This is an optimization exercise on Yosys and OpenROAD, whose aim is small area, not a production implementation. In this exercise RTL edits were held to simulation tests only and were not proved equivalent to the original. Power and IR drop assume default switching activity.

--- design/flow/flow/run.sh ---
#!/bin/bash
# Layout flow: the standard flow (standard.sh, unchanged synthesis), with
#  - the port buffers made with the smallest buffer, buf_1;
#  - clock tree synthesis with clkbuf_8 only, clusters of up to 16 sinks
#    within 60 um, and no dummy loads.
# make's full output goes to flow_make.log in the work folder; each ORFS step
# also writes its own log under orfs/logs/.
set -euo pipefail
bash standard.sh finish \
	"BUFFER_PORTS_ARGS=-buffer_cell sky130_fd_sc_hd__buf_1" \
	"CTS_ARGS=-sink_clustering_enable -repair_clock_nets -dont_use_dummy_load -buf_list sky130_fd_sc_hd__clkbuf_8 -sink_clustering_size 16 -sink_clustering_max_diameter 60" \
	> flow_make.log 2>&1
--- design/flow/standard.sh ---
#!/bin/bash
# synth_recipe.tcl (not shown) runs the flow's synth.tcl, then flattens the netlist and writes it again
# the make line also repeats each setting of config.mk as NAME=value (left out here)
make -C /OpenROAD-flow-scripts/flow DESIGN_CONFIG=/design/flow/config.mk WORK_HOME=/design/flow/orfs CLKGATE_MAP_FILE= SYNTH_SCRIPT=/design/flow/synth_recipe.tcl "${@:-finish}"
--- design/flow/config.mk ---
export PLATFORM = sky130hd
export DESIGN_NAME = fixed_slot_pool_allocator_top
export DESIGN_NICKNAME = fixed_slot_pool_allocator_top
export VERILOG_FILES = /design/flow/design.v
export SDC_FILE = /design/flow/constraint.sdc
export NUM_CORES = 4
export LEC_CHECK = 0
export CAP_MARGIN = 20
export CORE_MARGIN = 2
export CORE_UTILIZATION = 65
export SLEW_MARGIN = 20
--- design/flow/constraint.sdc ---
create_clock -name core_clock -period 7.0 [get_ports {clk}]
set_input_delay 1.4000 -clock core_clock [delete_from_list [all_inputs] [get_ports {clk}]]
set_output_delay 1.4000 -clock core_clock [all_outputs]
set_load 0.01 [all_outputs]
--- design/flow/design.v ---
`timescale 1ns / 1ps
`default_nettype none
package fspa_pkg;
	localparam int SLOTS       = 64;
	localparam int IDX_W       = $clog2(SLOTS);
	localparam int CNT_W       = $clog2(SLOTS + 1);
	localparam int SLOT_W      = 6;
	localparam int UNITS_W     = 8;
	localparam int UNIT_SHIFT  = 8;
	localparam int PROD_W      = SLOT_W + UNITS_W;
	localparam int OFFSET_W    = 22;
	localparam int BASE_W      = 48;
	localparam int ADDR_W      = 49;
	localparam int CFG_IDX_W   = 1;
	typedef enum logic {
		ACT_ALLOC = 1'b0,
		ACT_FREE  = 1'b1
	} action_t;
	typedef enum logic [1:0] {
		ST_GRANTED = 2'd0,
		ST_EMPTY   = 2'd1,
		ST_FREED   = 2'd2,
		ST_DOUBLE  = 2'd3
	} status_t;
	typedef enum logic [CFG_IDX_W-1:0] {
		CFG_SLOT_SIZE = 1'b0,
		CFG_BASE      = 1'b1
	} cfg_reg_t;
	typedef struct packed {
		action_t             action;
		logic [SLOT_W-1:0]   slot_id;
	} req_t;
	typedef struct packed {
		status_t             status;
		logic [SLOT_W-1:0]   granted_slot;
		logic [OFFSET_W-1:0] byte_offset;
		logic [ADDR_W-1:0]   device_address;
	} rsp_t;
	typedef struct packed {
		logic              push;
		logic              pop;
		logic [IDX_W-1:0]  push_id;
	} fq_ctrl_t;
	typedef struct packed {
		logic [CNT_W-1:0]  count;
		logic [IDX_W-1:0]  head_id;
	} fq_stat_t;
endpackage
`default_nettype wire
`timescale 1ns / 1ps
`default_nettype none
module fspa_free_queue (
	input  wire logic                        clk,
	input  wire logic                        arst_n,
	input  wire logic                        push,
	input  wire logic                        pop,
	input  wire logic [fspa_pkg::IDX_W-1:0]  push_id,
	output logic                             empty,
	output logic      [fspa_pkg::IDX_W-1:0]  head_id,
	output logic      [fspa_pkg::IDX_W-1:0]  head_pos,
	output logic                             head_wrapped
);
	logic [fspa_pkg::IDX_W-1:0] mem_q [fspa_pkg::SLOTS];
	logic [fspa_pkg::IDX_W-1:0] head_q;
	logic [fspa_pkg::IDX_W-1:0] tail_q;
	logic                       empty_q;
	logic                       head_wrapped_q;
	logic [fspa_pkg::IDX_W-1:0] head_inc;
	assign head_inc = head_q + 1'b1;
	always_ff @(posedge clk) begin
		if (push) begin
			mem_q[tail_q] <= push_id;
		end
	end
	always_ff @(posedge clk or negedge arst_n) begin
		if (!arst_n) begin
			head_q         <= '0;
			tail_q         <= '0;
			empty_q        <= 1'b0;
			head_wrapped_q <= 1'b0;
		end else begin
			if (pop) begin
				head_q <= head_inc;
			end
			if (pop && (head_q == fspa_pkg::IDX_W'(fspa_pkg::SLOTS - 1))) begin
				head_wrapped_q <= 1'b1;
			end
			if (push) begin
				tail_q <= tail_q + 1'b1;
			end
			if (push) begin
				empty_q <= 1'b0;
			end else if (pop && (head_inc == tail_q)) begin
				empty_q <= 1'b1;
			end
		end
	end
	assign empty        = empty_q;
	assign head_id      = head_wrapped_q ? mem_q[head_q] : head_q;
	assign head_pos     = head_q;
	assign head_wrapped = head_wrapped_q;
endmodule
`default_nettype wire
`timescale 1ns / 1ps
`default_nettype none
module fspa_addr_calc (
	input  wire logic [fspa_pkg::PROD_W-1:0]   prod,
	input  wire logic [fspa_pkg::BASE_W-1:0]   base_address,
	output logic      [fspa_pkg::OFFSET_W-1:0] byte_offset,
	output logic      [fspa_pkg::ADDR_W-1:0]   device_address
);
	always_comb begin
		byte_offset    = {prod, fspa_pkg::UNIT_SHIFT'(0)};
		device_address = fspa_pkg::ADDR_W'(base_address) + fspa_pkg::ADDR_W'(byte_offset);
	end
endmodule
`default_nettype wire
`timescale 1ns / 1ps
`default_nettype none
module fixed_slot_pool_allocator_top (
	input  wire logic                            clk,
	input  wire logic                            arst_n,
	input  wire logic                            req_valid,
	output logic                                 req_stall,
	input  wire fspa_pkg::req_t                  req,
	output logic                                 rsp_valid,
	input  wire logic                            rsp_stall,
	output fspa_pkg::rsp_t                       rsp,
	input  wire logic                            cfg_valid,
	output logic                                 cfg_ready,
	input  wire logic [fspa_pkg::CFG_IDX_W-1:0]  cfg_index,
	input  wire logic [fspa_pkg::BASE_W-1:0]     cfg_data
);
	fspa_pkg::req_t                    req_s1;
	logic                              vld_s1;
	fspa_pkg::status_t                 st_q;
	logic [fspa_pkg::SLOT_W-1:0]       id_q;
	logic [fspa_pkg::PROD_W-1:0]       prod_q;
	logic [fspa_pkg::PROD_W-1:0]       prod_d;
	logic                              rsp_vld_q;
	logic [fspa_pkg::UNITS_W-1:0]      slot_size_q;
	logic [fspa_pkg::BASE_W-1:0]       base_q;
	logic                              base_set_q;
	logic                              use_base_q;
	logic [fspa_pkg::BASE_W-1:0]       base_eff;
	logic [fspa_pkg::SLOTS-1:0]        in_use_q;
	logic [fspa_pkg::SLOT_W-1:0]       head_pos;
	logic                              head_wrapped;
	logic                              use_known;
	logic                              fq_empty;
	logic [fspa_pkg::SLOT_W-1:0]       head_id;
	fspa_pkg::status_t                 st_d;
	logic [fspa_pkg::SLOT_W-1:0]       id_d;
	logic [fspa_pkg::OFFSET_W-1:0]     calc_offset;
	logic [fspa_pkg::ADDR_W-1:0]       calc_addr;
	logic                              hold_rsp;
	logic                              adv;
	logic                              grant;
	logic                              release_ok;
	logic                              pop;
	logic                              push;
	assign cfg_ready = 1'b1;
	assign hold_rsp  = rsp_vld_q && rsp_stall;
	assign adv       = vld_s1 && !hold_rsp;
	assign req_stall = vld_s1 && hold_rsp;
	assign rsp_valid = rsp_vld_q;
	fspa_free_queue u_free_queue (
		.clk     (clk),
		.arst_n  (arst_n),
		.push    (push),
		.pop     (pop),
		.push_id (req_s1.slot_id),
		.empty   (fq_empty),
		.head_id (head_id),
		.head_pos (head_pos),
		.head_wrapped (head_wrapped)
	);
	assign prod_d = fspa_pkg::PROD_W'(id_d) * fspa_pkg::PROD_W'(slot_size_q);
	fspa_addr_calc u_addr_calc (
		.prod            (prod_q),
		.base_address    (base_eff),
		.byte_offset     (calc_offset),
		.device_address  (calc_addr)
	);
	assign base_eff = use_base_q ? base_q : '0;
	always_comb begin
		rsp.status         = st_q;
		rsp.granted_slot   = id_q;
		rsp.byte_offset    = calc_offset;
		rsp.device_address = calc_addr;
	end
	always_comb begin
		grant      = (req_s1.action == fspa_pkg::ACT_ALLOC) && !fq_empty;
		use_known  = head_wrapped || (req_s1.slot_id < head_pos);
		release_ok = (req_s1.action == fspa_pkg::ACT_FREE) && use_known && in_use_q[req_s1.slot_id];
		pop        = adv && grant;
		push       = adv && release_ok;
		id_d       = grant ? head_id : '0;
		if (req_s1.action == fspa_pkg::ACT_ALLOC) begin
			st_d = grant ? fspa_pkg::ST_GRANTED : fspa_pkg::ST_EMPTY;
		end else begin
			st_d = release_ok ? fspa_pkg::ST_FREED : fspa_pkg::ST_DOUBLE;
		end
	end
	always_ff @(posedge clk) begin
		if (!req_stall) begin
			req_s1 <= req;
		end
		if (!hold_rsp) begin
			st_q <= st_d;
			id_q <= id_d;
			prod_q <= prod_d;
		end
		if (cfg_valid && (cfg_index == fspa_pkg::CFG_BASE)) begin
			base_q <= cfg_data;
		end
		if (pop) begin
			in_use_q[head_id] <= 1'b1;
		end
		if (push) begin
			in_use_q[req_s1.slot_id] <= 1'b0;
		end
	end
	always_ff @(posedge clk or negedge arst_n) begin
		if (!arst_n) begin
			vld_s1      <= 1'b0;
			rsp_vld_q   <= 1'b0;
			slot_size_q <= fspa_pkg::UNITS_W'(1);
			base_set_q  <= 1'b0;
			use_base_q  <= 1'b0;
		end else begin
			if (!req_stall) begin
				vld_s1 <= req_valid;
			end
			if (!hold_rsp) begin
				rsp_vld_q  <= vld_s1;
				use_base_q <= grant && base_set_q;
			end
			if (cfg_valid) begin
				if (cfg_index == fspa_pkg::CFG_SLOT_SIZE) begin
					slot_size_q <= cfg_data[fspa_pkg::UNITS_W-1:0];
				end else begin
					base_set_q <= 1'b1;
				end
			end
		end
	end
endmodule
`default_nettype wire
==> results of run 1 <==
cells in the mapped netlist (all sizes together), types with 8 or more instances:
cell type,n
mux4,100
dfrtp,25
and2,64
nand3,37
a31oi,74
a22oi,27
nor2,122
o21ai,27
clkbuf,52
nand2,80
nand4,16
nand2b,11
nand3b,8
nor2b,26
and3,37
xor2,17
a21oi,72
nor3,20
dfxtp,64
a21boi,8
fa,26
inv,58
a21o,8
buf,49
xnor2,44
mux2i,48
ha,51
mux2,10
edfxtp,461
metal layers:
| layer | vias up | wire length [µm] | global-route usage |
|---|---|---|---|
| li1 | 6702 | - | - |
| met1 | 7871 | 26580 | 0.4862 |
| met3 | 126 | 6383 | 0.07829 |
| met4 | 0 | 1525 | 0.08340 |
| met5 | - | 0 | 0 |
| met2 | 817 | 27660 | 0.4695 |
timing repair:
| action | 4_1_cts | 5_1_grt |
|---|---|---|
| setup buffers | 0 | 1 |
| setup endpoints to repair | 0 | 1 |
| resized for setup | 0 | 0 |
worst register-to-register path: cells and delay by family (launching register included):
family / cells / cell delay (ns)
buf+inv: 2 / 0.31
xor+xnor: 1 / 0.08
simple gates: 6 / 1.24
compound gates: 8 / 1.37
flops: 1 / 0.73
mux: 2 / 0.86
fa+ha+maj: 4 / 1.72
stage by stage:
| stage | util | area [µm²] | total power (µW) | std cells |
|---|---|---|---|---|
| final | 0.7079 | 26660 | 10350 | 2353 |
| after CTS | 0.7072 | 26640 | 10280 | 2352 |
| after detailed placement | 0.6908 | 26020 | 8751 | 2307 |
| after floorplan | - | 24930 | 7348 | 1718 |
| after global placement | 0.6907 | 26020 | 8641 | 2307 |
| after global routing | 0.7079 | 26660 | 10940 | 2353 |
report_power, final:
group,internal [µW],switching (µW)
clock network,575,991
logic,1860,2710
registers,3900,311
total,6340,4020
cells in the final DEF (no fill, tap or decap), drive strengths merged, types with 4 or more instances in the layout:
| cell type | Yosys | layout |
|---|---|---|
| a21oi | 72 | 72 |
| nand2 | 80 | 80 |
| and3 | 37 | 37 |
| dfxtp | 64 | 64 |
| mux2i | 48 | 48 |
| nor2 | 122 | 122 |
| buf | 49 | 178 |
| a21boi | 8 | 8 |
| a2bb2oi | 4 | 4 |
| nand3 | 37 | 37 |
| and2 | 64 | 64 |
| edfxtp | 461 | 461 |
| mux4 | 100 | 100 |
| o21a | 6 | 6 |
| nor2b | 26 | 26 |
| clkbuf | 52 | 47 |
| nand4 | 16 | 16 |
| nand2b | 11 | 11 |
| a21o | 8 | 8 |
| mux2 | 10 | 10 |
| a211oi | 4 | 4 |
| a22oi | 27 | 27 |
| a31oi | 74 | 74 |
| fa | 26 | 26 |
| dfrtp | 25 | 25 |
| ha | 51 | 51 |
| nor3 | 20 | 20 |
| conb | 2 | 9 |
| xor2 | 17 | 17 |
| inv | 58 | 58 |
| nand3b | 8 | 8 |
| or3 | 7 | 7 |
| o21ai | 27 | 27 |
| xnor2 | 44 | 44 |
cells by family after synthesis:
family	count (synthesis)	share of synthesized area
DFF	551	0.6334
and+or+nand+nor	440	0.08852
AOI/OAI and AO/OA	261	0.06666
buffers and inverters	161	0.02859
muxes	158	0.1142
adders and majority gates	77	0.04652
xor gates and xnor gates	61	0.02175
other	2	0.0003015
worst max path at each step:
stage | start | endpoint | slack [ns] | cells after the start
after floorplan | u_free_queue.head_q[1] | prod_q[13] | 1.02 | 26
after global placement | u_free_queue.head_q[0] | prod_q[13] | 0.50 | 24
after detailed placement | u_free_queue.head_q[0] | prod_q[13] | 0.44 | 23
after CTS | u_free_queue.head_q[0] | prod_q[13] | 0.38 | 23
after global routing | u_free_queue.head_q[1] | prod_q[13] | 0.00003 | 24
final | u_free_queue.head_q[1] | prod_q[13] | 0.43 | 23
cell type report:
type	instances	area, µm²	area share
tap	511	639.4	0.02398
multi-input combinational	1006	8448	0.3168
sequential	551	15790	0.5920
inverter	60	225.2	0.008447
timing repair buffer	180	945.9	0.03548
clock buffer	45	619.3	0.02323
registers in the layout, indices dropped and copies added, names as in the netlist, 2 cells and up:
name / count
id_q: 6
req_s1: 7
prod_q: 14
u_free_queue.tail_q: 6
u_free_queue.head_q: 6
base_q: 48
st_q: 2
slot_size_q: 8
u_free_queue.mem_q: 384
in_use_q: 64
==> flow_summary_export.csv, run 1 <==
group,metric,value,unit
timing,setup_viol,0,
placed_design,gp_congestion,0.9165,
synthesis,synth_top_area_frac,0.5558,
drt,via_count,15520,
global_routing,grt_overflow,0,
drt,wl,62.15,mm
setup_path,crit_arrival,6.97,ns
drt,post-route-drc-count,0,
drt,postRouteAntennaNets,0,
clock_network,cts.sinks,551,
timing,min_period,6.573,ns
setup_path,path_delay_family,"adder cells",
placed_design,preCtsSetupSlack,0.4392,ns
global_routing,antenna_found_initial,1,
setup_path,crit_buf_inv,2,
floorplan,dieWidth,199.8,µm
timing,report.final.slew_viol_count,0,
timing,rsz0062_at_grt,"no",
power,power_density,388.2,nW/µm²
synthesis,synth_cells,1711,
global_routing,grt_pass1_wl,92.42,mm
global_routing,grt_usage,0.3194,
setup_path,path_class,"register to register",
floorplan,core,37670,µm²
floorplan,die_h,199.8,µm
power,max-vdd-ir-drop,267.2,µV
clock_network,clk_pin_slew,0.10,ns
floorplan,ios,143,
setup_path,worstReg2RegEnd,"prod_q[13]",
synthesis,ys_seq_area_frac,0.6334,
timing,slew_headroom,0.2628,
timing,timing.fmax,152.1,MHz
clock_network,cts_tree,"done",
clock_network,cts_buffer_depth,3,
synthesis,syn_area,24910,µm²
setup_path,r2r_slack,0.43,ns
timing,hold_ws,0.4927,ns
timing,skew,0.09023,ns
clock_network,hold_buffers,0,
clock_network,cts_made_buffers,45,
min_path,whs_path_depth,1,
floorplan,initial_core_util,0.6612,
synthesis,netlist-cell-type-count,67,
drt,initialDrtViolationCount,1847,
synthesis,synth_edf_count,461,
setup_path,reg2reg_depth,23,
run,drv_cap,0,
drt,wl_per_cell,26.41,µm
drt,via_per_inst,6.594,
floorplan,rows,71,
clock_network,clk_latency,0.68,ns
setup_path,crit_path_end_kind,"register",
clock_network,htree_levels,2,
min_path,whs_endpoint,"base_set_q",
setup_path,slowest_delay,0.73,ns
final_layout,area_growth,7.053,%
global_routing,first_global_vias,14740,
clock_network,cts-root-buf,"clkbuf_8",
synthesis,synth_area_leaders,"edfxtp_1 56%, mux4_2 9.0%, dfxtp_1 5.1%, ha_1 2.6%, dfrtp_1 2.5%",
synthesis,yosysTopAreaCell,"edfxtp_1",
floorplan,dieArea,39900,µm²
run_status,outcome,"timing/DRC/antenna clean",
final_layout,fillers,2594,
timing,finalHoldViolCount,0,
setup_path,critical_path.slowest_cell,"dfrtp_2",
power,p_leak,0.009178,µW
timing,setup_slack,0.4272,ns
min_path,hold_class,"register to register",
synthesis,async_flop_share,0.04719,
setup_path,cp_data_required_time,7.39,ns
placed_design,dp_hpwl,42.66,mm
timing,fin_tns_setup,0,ns
final_layout,drive_gt1_frac,0.1200,
timing,fin_crit_sh,0.9390,
min_path,min_from,"base_set_q",
timing,max_slew.worst_pin.slew,1.102,ns
final_layout,num_antenna_cells,0,
setup_path,crit_fanout,22,
synthesis,syn_avg_cell_area,14.56,µm²
synthesis,ys_ff_latch,551,
synthesis,ys.flop_type,"edfxtp_1",
setup_path,worstSetupStartpointType,"register",
placed_design,port-buffer-count,133,
setup_path,worstPathCellList,"buf_12 -> mux4_2 -> mux2i_1 -> o22ai_1 -> or4_1 -> nand2_1 -> nor2_1 -> nand2_1 -> fa_1 -> fa_1 -> fa_1 -> inv_1 -> ha_1 -> nor2b_1 -> o21ai_0 -> a21boi_0 -> o21ai_0 -> a21boi_0 -> o21a_1 -> o21ai_0 -> nand2b_1 -> a21oi_1 -> xnor2_1",
setup_path,r2r-start,"u_free_queue.head_q[1]",
drt,firstDrtPassIters,6,
synthesis,ys_warn_count,3,
global_routing,grt_max_degree,74,
final_layout,nets,1982,
==> run 2, diff against run 1 <==
==> design/flow/flow/run.sh (replaced) <==
#!/bin/bash
# Layout flow: the standard flow (standard.sh, unchanged synthesis), with
#  - the port buffers made with the smallest buffer, buf_1;
#  - clock tree synthesis with clkbuf_8 only, clusters of up to 16 sinks
#    within 60 um, and no dummy loads;
#  - ORFS's power recovery after global routing (downsizes gates off the
#    critical paths).
# make's full output goes to flow_make.log in the work folder; each ORFS step
# also writes its own log under orfs/logs/.
set -euo pipefail
bash standard.sh finish \
	"BUFFER_PORTS_ARGS=-buffer_cell sky130_fd_sc_hd__buf_1" \
	"CTS_ARGS=-sink_clustering_enable -repair_clock_nets -dont_use_dummy_load -buf_list sky130_fd_sc_hd__clkbuf_8 -sink_clustering_size 16 -sink_clustering_max_diameter 60" \
	"RECOVER_POWER=100" \
	> flow_make.log 2>&1
==> run 2 against run 1 <==
Compared with the run above: now fails the layout checks on max-capacitance violations, max-slew violations; flip-flop and latch count stayed put; setup slack improved by 0.018 ns; die area unchanged; power hardly changed; clock-buffer cell count unchanged; largest power group unchanged.
==> flow_summary_export.csv, run 2 <==
group,metric,value,unit
global_routing,grt_usage,0.3194,
floorplan,initial_core_util,0.6612,
clock_network,cts.sinks,551,
setup_path,slowest_delay,0.73,ns
placed_design,dp_hpwl,42.66,mm
setup_path,crit_fanout,22,
timing,hold_ws,0.4932,ns
synthesis,synth_top_area_frac,0.5558,
setup_path,crit_buf_inv,2,
power,power_density,388.9,nW/µm²
timing,finalHoldViolCount,0,
power,pwr-share-comb,0.441,
synthesis,synth_edf_count,461,
final_layout,area_growth,6.792,%
synthesis,ys_ff_latch,551,
timing,fin_crit_sh,0.9364,
final_layout,num_antenna_cells,0,
drt,initialDrtViolationCount,1864,
timing,slew_headroom,-1.272,
floorplan,ios,143,
run_status,outcome,"failed layout checks",
timing,setup_slack,0.4455,ns
power,p_leak,0.009101,µW
final_layout,largest_reg_flops,384,
floorplan,core,37670,µm²
timing,report.final.slew_viol_count,502,
synthesis,ys_seq_area_frac,0.6334,
floorplan,dieWidth,199.8,µm
clock_network,cts_tree,"done",
timing,timing.fmax,152.6,MHz
synthesis,yosysTopAreaCell,"edfxtp_1",
setup_path,path_delay_family,"adder cells",
clock_network,cts_setup_buffers,0,
synthesis,ys.flop_type,"edfxtp_1",
final_layout,final_core_util,0.7062,
drt,firstDrtPassIters,8,
global_routing,grt_pass1_wl,92.42,mm
timing,min_period,6.555,ns
setup_path,crit_arrival,6.94,ns
final_layout,max_flop_register,"u_free_queue.mem_q",
power,p_sw_frac,0.3875,
final_layout,layout_commonest_cell,"edfxtp_1",
floorplan,dieArea,39900,µm²
final_layout,design_area,26600,µm²
synthesis,ys_warn_count,3,
global_routing,grt_max_degree,74,
timing,skew,0.08846,ns
drt,post-route-drc-count,0,
drt,via_per_inst,6.602,
synthesis,synth_most_common_cell,"edfxtp_1",
synthesis,syn_area,24910,µm²
placed_design,preCtsSetupSlack,0.4392,ns
clock_network,htree_levels,2,
power,switching_power,4008,µW
placed_design,gp_congestion,0.9165,
setup_path,cp_data_required_time,7.39,ns
global_routing,first_global_vias,14740,
synthesis,yosys-top-cells-count,"461 x edfxtp_1, 121 x nor2_1, 100 x mux4_2",
final_layout,nets,1982,
clock_network,clk_latency,0.67,ns
clock_network,cts_buffer_depth,3,
drt,wl_per_cell,26.36,µm
floorplan,rows,71,
drt,postRouteAntennaNets,0,
timing,setup_viol,0,
final_layout,fillers,2613,
placed_design,placed_area,26020,µm²
setup_path,path_class,"register to register",
final_layout,drive_gt1_frac,0.1097,
setup_path,worstSetupStartpointType,"register",
timing,max_slew.worst_pin.slew,3.408,ns
timing,fin_tns_setup,0,ns
power,clkPwrFrac,0.151,
clock_network,clk_pin_slew,0.10,ns
clock_network,cts_made_buffers,45,
clock_network,cts-root-buf,"clkbuf_8",
timing,rsz0062_at_grt,"no",
synthesis,synth_area_leaders,"edfxtp_1 56%, mux4_2 9.0%, dfxtp_1 5.1%, ha_1 2.6%, dfrtp_1 2.5%",
floorplan,die_h,199.8,µm
run,drv_cap,11,
synthesis,syn_avg_cell_area,14.56,µm²
setup_path,critical_path.slowest_cell,"dfrtp_2",
drt,via_count,15530,
power,max-vdd-ir-drop,264.0,µV
run_status,check-failures,"max-capacitance violations, max-slew violations",
clock_network,cts_resized,0,
final_layout,final_cell_mix,"461 x edfxtp_1, 131 x buf_1, 121 x nor2_1",
power,p_int,6336,µW
final_layout,top_regs,"u_free_queue.mem_q x384, in_use_q x64, base_q x48",
drt,wl,62.02,mm
global_routing,antenna_found_initial,1,
placed_design,port-buffer-count,133,
power,pwr-share-seq,0.408,
clock_network,hold_buffers,0,
synthesis,netlist-cell-type-count,67,
setup_path,worstPathCellList,"buf_12 -> mux4_2 -> mux2i_1 -> o22ai_1 -> or4_1 -> nand2_1 -> nor2_1 -> nand2_1 -> fa_1 -> fa_1 -> fa_1 -> inv_1 -> ha_1 -> nor2b_1 -> o21ai_0 -> a21boi_0 -> o21ai_0 -> a21boi_0 -> o21a_1 -> o21ai_0 -> nand2b_1 -> a21oi_1 -> xnor2_1",
synthesis,async_flop_share,0.04719,
min_path,hold_class,"register to register",
global_routing,grt_overflow,0,
synthesis,synth_cells,1711,
setup_path,crit_path_end_kind,"register",
[run 2: cell counts after synthesis]
Identical to the previous run, type by type.
[run 2: per-layer routing]
metal	global-route usage	share of wire	vias up
li1	-	-	6692
met3	0.07829	0.11	121
met1	0.4862	0.43	7861
met4	0.08340	0.025	0
met5	0	0	-
met2	0.4695	0.44	860
[run 2: power by group through the flow]
stage / clock [µW] / sequential [µW] / combinational [µW]
after floorplan: 0 / 4130 / 3220
after detailed placement: 0 / 4300 / 4450
after global placement: 0 / 4290 / 4350
after CTS: 1580 / 4220 / 4470
after global routing: 1690 / 4250 / 5000
final: 1560 / 4220 / 4560
[run 2: metrics by stage]
| step | power (µW) | std cells |
|---|---|---|
| after CTS | 10280 | 2352 |
| final | 10340 | 2353 |
| after floorplan | 7348 | 1718 |
| after global routing | 10940 | 2353 |
| after detailed placement | 8751 | 2307 |
| after global placement | 8641 | 2307 |
[run 2: path summary, 6_finish.rpt]
check,startpoint,end,slack (ns),cells after the start
setup / recovery,u_free_queue.head_q[1],prod_q[13],0.45,23
hold / removal,base_set_q,base_set_q,0.49,1
setup reg to reg,u_free_queue.head_q[1],prod_q[13],0.45,23
hold reg to reg,base_set_q,base_set_q,0.49,1
max in group asynchronous,arst_n,u_free_queue.head_q[2],4.64,1
min in group asynchronous,arst_n,u_free_queue.head_q[1],1.15,1
[run 2: layout make-up]
type	instances	area, µm²	share of cell area
Tap cell	511	639.4	0.02404
Inverter	60	225.2	0.008467
Clock buffer	45	619.3	0.02329
Multi-Input combinational cell	1006	8444	0.3175
Sequential cell	551	15790	0.5935
Timing Repair Buffer	180	884.6	0.03326
[run 2: cell families after synthesis]
| group | Yosys count | synth area share |
|---|---|---|
| fa+ha+maj | 77 | 0.04652 |
| buf+inv | 161 | 0.02859 |
| flops | 551 | 0.6334 |
| xor+xnor | 61 | 0.02175 |
| mux | 158 | 0.1142 |
| simple gates | 440 | 0.08852 |
| other cells | 2 | 0.0003015 |
| compound gates | 261 | 0.06666 |
==> run 3, diff against run 2 <==
==> design/flow/flow/run.sh (replaced) <==
#!/bin/bash
# Layout flow: the standard flow (standard.sh, unchanged synthesis), with
#  - the port buffers made with the smallest buffer, buf_1;
#  - clock tree synthesis with clkbuf_8 only, clusters of up to 18 sinks
#    within 70 um, and no dummy loads.
# make's full output goes to flow_make.log in the work folder; each ORFS step
# also writes its own log under orfs/logs/.
set -euo pipefail
bash standard.sh finish \
	"BUFFER_PORTS_ARGS=-buffer_cell sky130_fd_sc_hd__buf_1" \
	"CTS_ARGS=-sink_clustering_enable -repair_clock_nets -dont_use_dummy_load -buf_list sky130_fd_sc_hd__clkbuf_8 -sink_clustering_size 18 -sink_clustering_max_diameter 70" \
	> flow_make.log 2>&1
==> run 3 against run 2 <==
Compared with the run above: now clean on timing, DRC and antenna; critical path depth did not move; largest power group unchanged; setup slack got worse by 0.018 ns; via count barely moved; combinational power barely moved; power fell by 0.74%; largest cell class unchanged; register-to-register slack got worse by 0.02 ns; synthesized area did not move; final cell count fell by 0.21%; highest routed layer unchanged.
==> flow_summary_export.csv, run 3 <==
group,metric,value,unit
run_status,outcome,"timing/DRC/antenna clean",
setup_path,cp_data_required_time,7.37,ns
placed_design,dp_hpwl,42.66,mm
power,p_total,10270,µW
setup_path,reg2reg_depth,23,
drt,post-route-drc-count,0,
synthesis,synth_edf_count,461,
clock_network,cts_resized,0,
drt,initialDrtViolationCount,1934,
setup_path,crit_fanout,22,
floorplan,ios,143,
min_path,min_from,"base_set_q",
final_layout,fillers,2615,
min_path,whs_path_depth,1,
synthesis,syn_area,24910,µm²
global_routing,first_global_vias,14680,
synthesis,async_flop_share,0.04719,
floorplan,initial_core_util,0.6612,
synthesis,synth_most_common_cell,"edfxtp_1",
synthesis,yosys.area_share.simple,0.08852,
placed_design,port-buffer-count,133,
timing,setup_slack,0.4279,ns
timing,fin_crit_sh,0.9389,
placed_design,placed_area,26020,µm²
global_routing,grt_overflow,0,
setup_path,crit_path_end_kind,"register",
timing,timing.fmax,152.2,MHz
run,drv_cap,0,
power,pwr-share-seq,0.411,
final_layout,largest_reg_flops,384,
floorplan,dieArea,39900,µm²
synthesis,ys_warn_count,3,
setup_path,r2r_slack,0.43,ns
synthesis,synth_area_leaders,"edfxtp_1 56%, mux4_2 9.0%, dfxtp_1 5.1%, ha_1 2.6%, dfrtp_1 2.5%",
power,switching_power,3992,µW
timing,rsz0062_at_grt,"no",
power,p_sw_frac,0.3888,
timing,fin_tns_setup,0,ns
setup_path,path_class,"register to register",
synthesis,ys_seq_area_frac,0.6334,
clock_network,clk_latency,0.66,ns
floorplan,rows,71,
power,p_leak,0.009142,µW
final_layout,final_cell_mix,"461 x edfxtp_1, 132 x buf_1, 120 x nor2_1",
final_layout,drive_gt1_frac,0.1176,
final_layout,layout_commonest_cell,"edfxtp_1",
clock_network,cts_tree,"done",
final_layout,max_flop_register,"u_free_queue.mem_q",
global_routing,grt_usage,0.3184,
drt,via_count,15540,
clock_network,htree_levels,2,
global_routing,grt_max_degree,74,
setup_path,r2r-start,"u_free_queue.head_q[1]",
synthesis,ys.flop_type,"edfxtp_1",
power,pwr-share-comb,0.444,
synthesis,syn_avg_cell_area,14.56,µm²
final_layout,num_antenna_cells,0,
setup_path,crit_arrival,6.94,ns
timing,report.final.slew_viol_count,0,
final_layout,nets,1977,
synthesis,synth_compound_area_frac,0.06666,
placed_design,preCtsSetupSlack,0.4392,ns
drt,firstDrtPassIters,7,
timing,max_slew.worst_pin.slew,1.092,ns
setup_path,worstReg2RegEnd,"prod_q[13]",
drt,via_per_inst,6.618,
timing,skew,0.08891,ns
final_layout,top_regs,"u_free_queue.mem_q x384, in_use_q x64, base_q x48",
min_path,whs_endpoint,"base_set_q",
global_routing,antenna_found_initial,2,
synthesis,netlist-cell-type-count,67,
power,max-vdd-ir-drop,268.8,µV
synthesis,yosys-top-cells-count,"461 x edfxtp_1, 121 x nor2_1, 100 x mux4_2",
synthesis,synth_top_area_frac,0.5558,
timing,finalHoldViolCount,0,
clock_network,cts_buffer_depth,3,
global_routing,grt_pass1_wl,92.26,mm
timing,setup_viol,0,
setup_path,worstSetupStartpointType,"register",
floorplan,die_h,199.8,µm
placed_design,placed_cells,2307,
timing,slew_headroom,0.2694,
timing,min_period,6.572,ns
min_path,hold_class,"register to register",
synthesis,yosysTopAreaCell,"edfxtp_1",
power,clkPwrFrac,0.145,
synthesis,synth_top_family_by_area,"multiplexers",
drt,wl,61.97,mm
synthesis,synth_xor_area_frac,0.02175,
synthesis,synthMuxAreaShare,0.1142,
power,p_int,6276,µW
clock_network,clk_pin_slew,0.11,ns
synthesis,synth_fa_ha_area_frac,0.04652,
final_layout,fin_cells,2348,
clock_network,cts.sinks,551,
synthesis,synth_cells,1711,
placed_design,gp_congestion,0.9165,
final_layout,area_growth,6.777,%
final_layout,design_area,26590,µm²
drt,wl_per_cell,26.39,µm
power,power_density,386.1,nW/µm²
floorplan,dieWidth,199.8,µm
synthesis,ys_ff_latch,551,
floorplan,core,37670,µm²
drt,postRouteAntennaNets,0,
clock_network,cts_made_buffers,40,
clock_network,cts-root-buf,"clkbuf_8",
## run 3: area by class of cell
class,instances,area [µm²],area share
multi-input cells,1006,8448,0.3177
clock buffers,40,550.5,0.02070
well taps,511,639.4,0.02404
repair buffers,180,945.9,0.03557
inverters,60,225.2,0.008469
flip-flops and latches,551,15790,0.5936
## run 3: critical path, stage by stage, from the launching register on
cell and delay [ns]:
dfrtp_2 0.73, buf_12 0.26, mux4_2 0.52, mux2i_1 0.32, o22ai_1 0.11, or4_1 0.52, nand2_1 0.21, nor2_1 0.16
nand2_1 0.12, fa_1 0.45, fa_1 0.47, fa_1 0.50, inv_1 0.05, ha_1 0.30, nor2b_1 0.14, o21ai_0 0.19
a21boi_0 0.14, o21ai_0 0.23, a21boi_0 0.16, o21a_1 0.20, o21ai_0 0.14, nand2b_1 0.07, a21oi_1 0.17, xnor2_1 0.08
## run 3: worst max path at each step
| stage | from | endpoint | slack [ns] | cells after the start |
|---|---|---|---|---|
| 3_5_place_dp | u_free_queue.head_q[0] | prod_q[13] | 0.44 | 23 |
| 3_3_place_gp | u_free_queue.head_q[0] | prod_q[13] | 0.50 | 24 |
| 6_report | u_free_queue.head_q[1] | prod_q[13] | 0.43 | 23 |
| 2_1_floorplan | u_free_queue.head_q[1] | prod_q[13] | 1.02 | 26 |
| 5_1_grt | u_free_queue.head_q[1] | prod_q[13] | 0.02 | 24 |
| 4_1_cts | u_free_queue.head_q[0] | prod_q[13] | 0.39 | 23 |
## run 3: cells by family (layout without fill, tap and decap cells)
| family | after synthesis | in the layout |
|---|---|---|
| DFF | 551 | 551 |
| and+or+nand+nor | 440 | 440 |
| AOI/OAI and AO/OA | 261 | 261 |
| buffers and inverters | 161 | 280 |
| muxes | 158 | 158 |
| adders and majority gates | 77 | 77 |
| xor gates and xnor gates | 61 | 61 |
| other | 2 | 9 |
## run 3: power by group through the flow
stage	Clock [µW]	Combinational (µW)	Sequential, µW
after detailed placement	0	4450	4300
after global routing	1610	5000	4240
final	1490	4560	4220
after CTS	1500	4470	4230
after global placement	0	4350	4290
after floorplan	0	3220	4130
## run 3: what timing repair did
action	in CTS	in global routing
buffers inserted	0	1
endpoints found under the setup margin	0	1
hold buffers	0	0
## run 3: through the flow
step	hold slack, ns	utilization
after detailed placement	0.4563	0.6908
after global placement	0.4539	0.6907
after global routing	0.5148	0.7061
final	0.4948	0.7061
after CTS	0.5006	0.7054
after floorplan	0.4392	-
## run 3: metal layers
metal	wire length, µm	GRT usage	up-vias
met1	25960	0.4859	7798
met5	0	0	-
met2	27650	0.4706	915
met3	6752	0.07409	125
li1	-	-	6702
met4	1607	0.08121	0

==> static timing again, ports no longer ideal <==
Ports are ideal in the flow. The routed layouts listed here were re-timed in OpenROAD.
Step 1, drivers: a clkbuf_16 drives clk and a buf_2 each remaining input, both assumed.
Step 2 also shifts input and output timing later by t, the mid clock arrival at the registers, as if the neighbouring blocks saw the same clock.
Slacks: ideal / step 1 / step 2; pairs: ideal / step 1.
run	t (ns)	setup WS [ns]	worst hold slack (ns)	latest minus earliest clock arrival (ns)	worst slew at a driven data input, ns
run 1	0.685	0.427 / 0.427 / 0.427	0.493 / 0.493 / 0.493	0.090 / 0.090	0.07
run 2	0.680	0.445 / 0.445 / 0.445	0.493 / 0.493 / 0.493	0.088 / 0.088	0.07
run 3	0.664	0.428 / 0.428 / 0.428	0.495 / 0.495 / 0.495	0.088 / 0.089	0.07
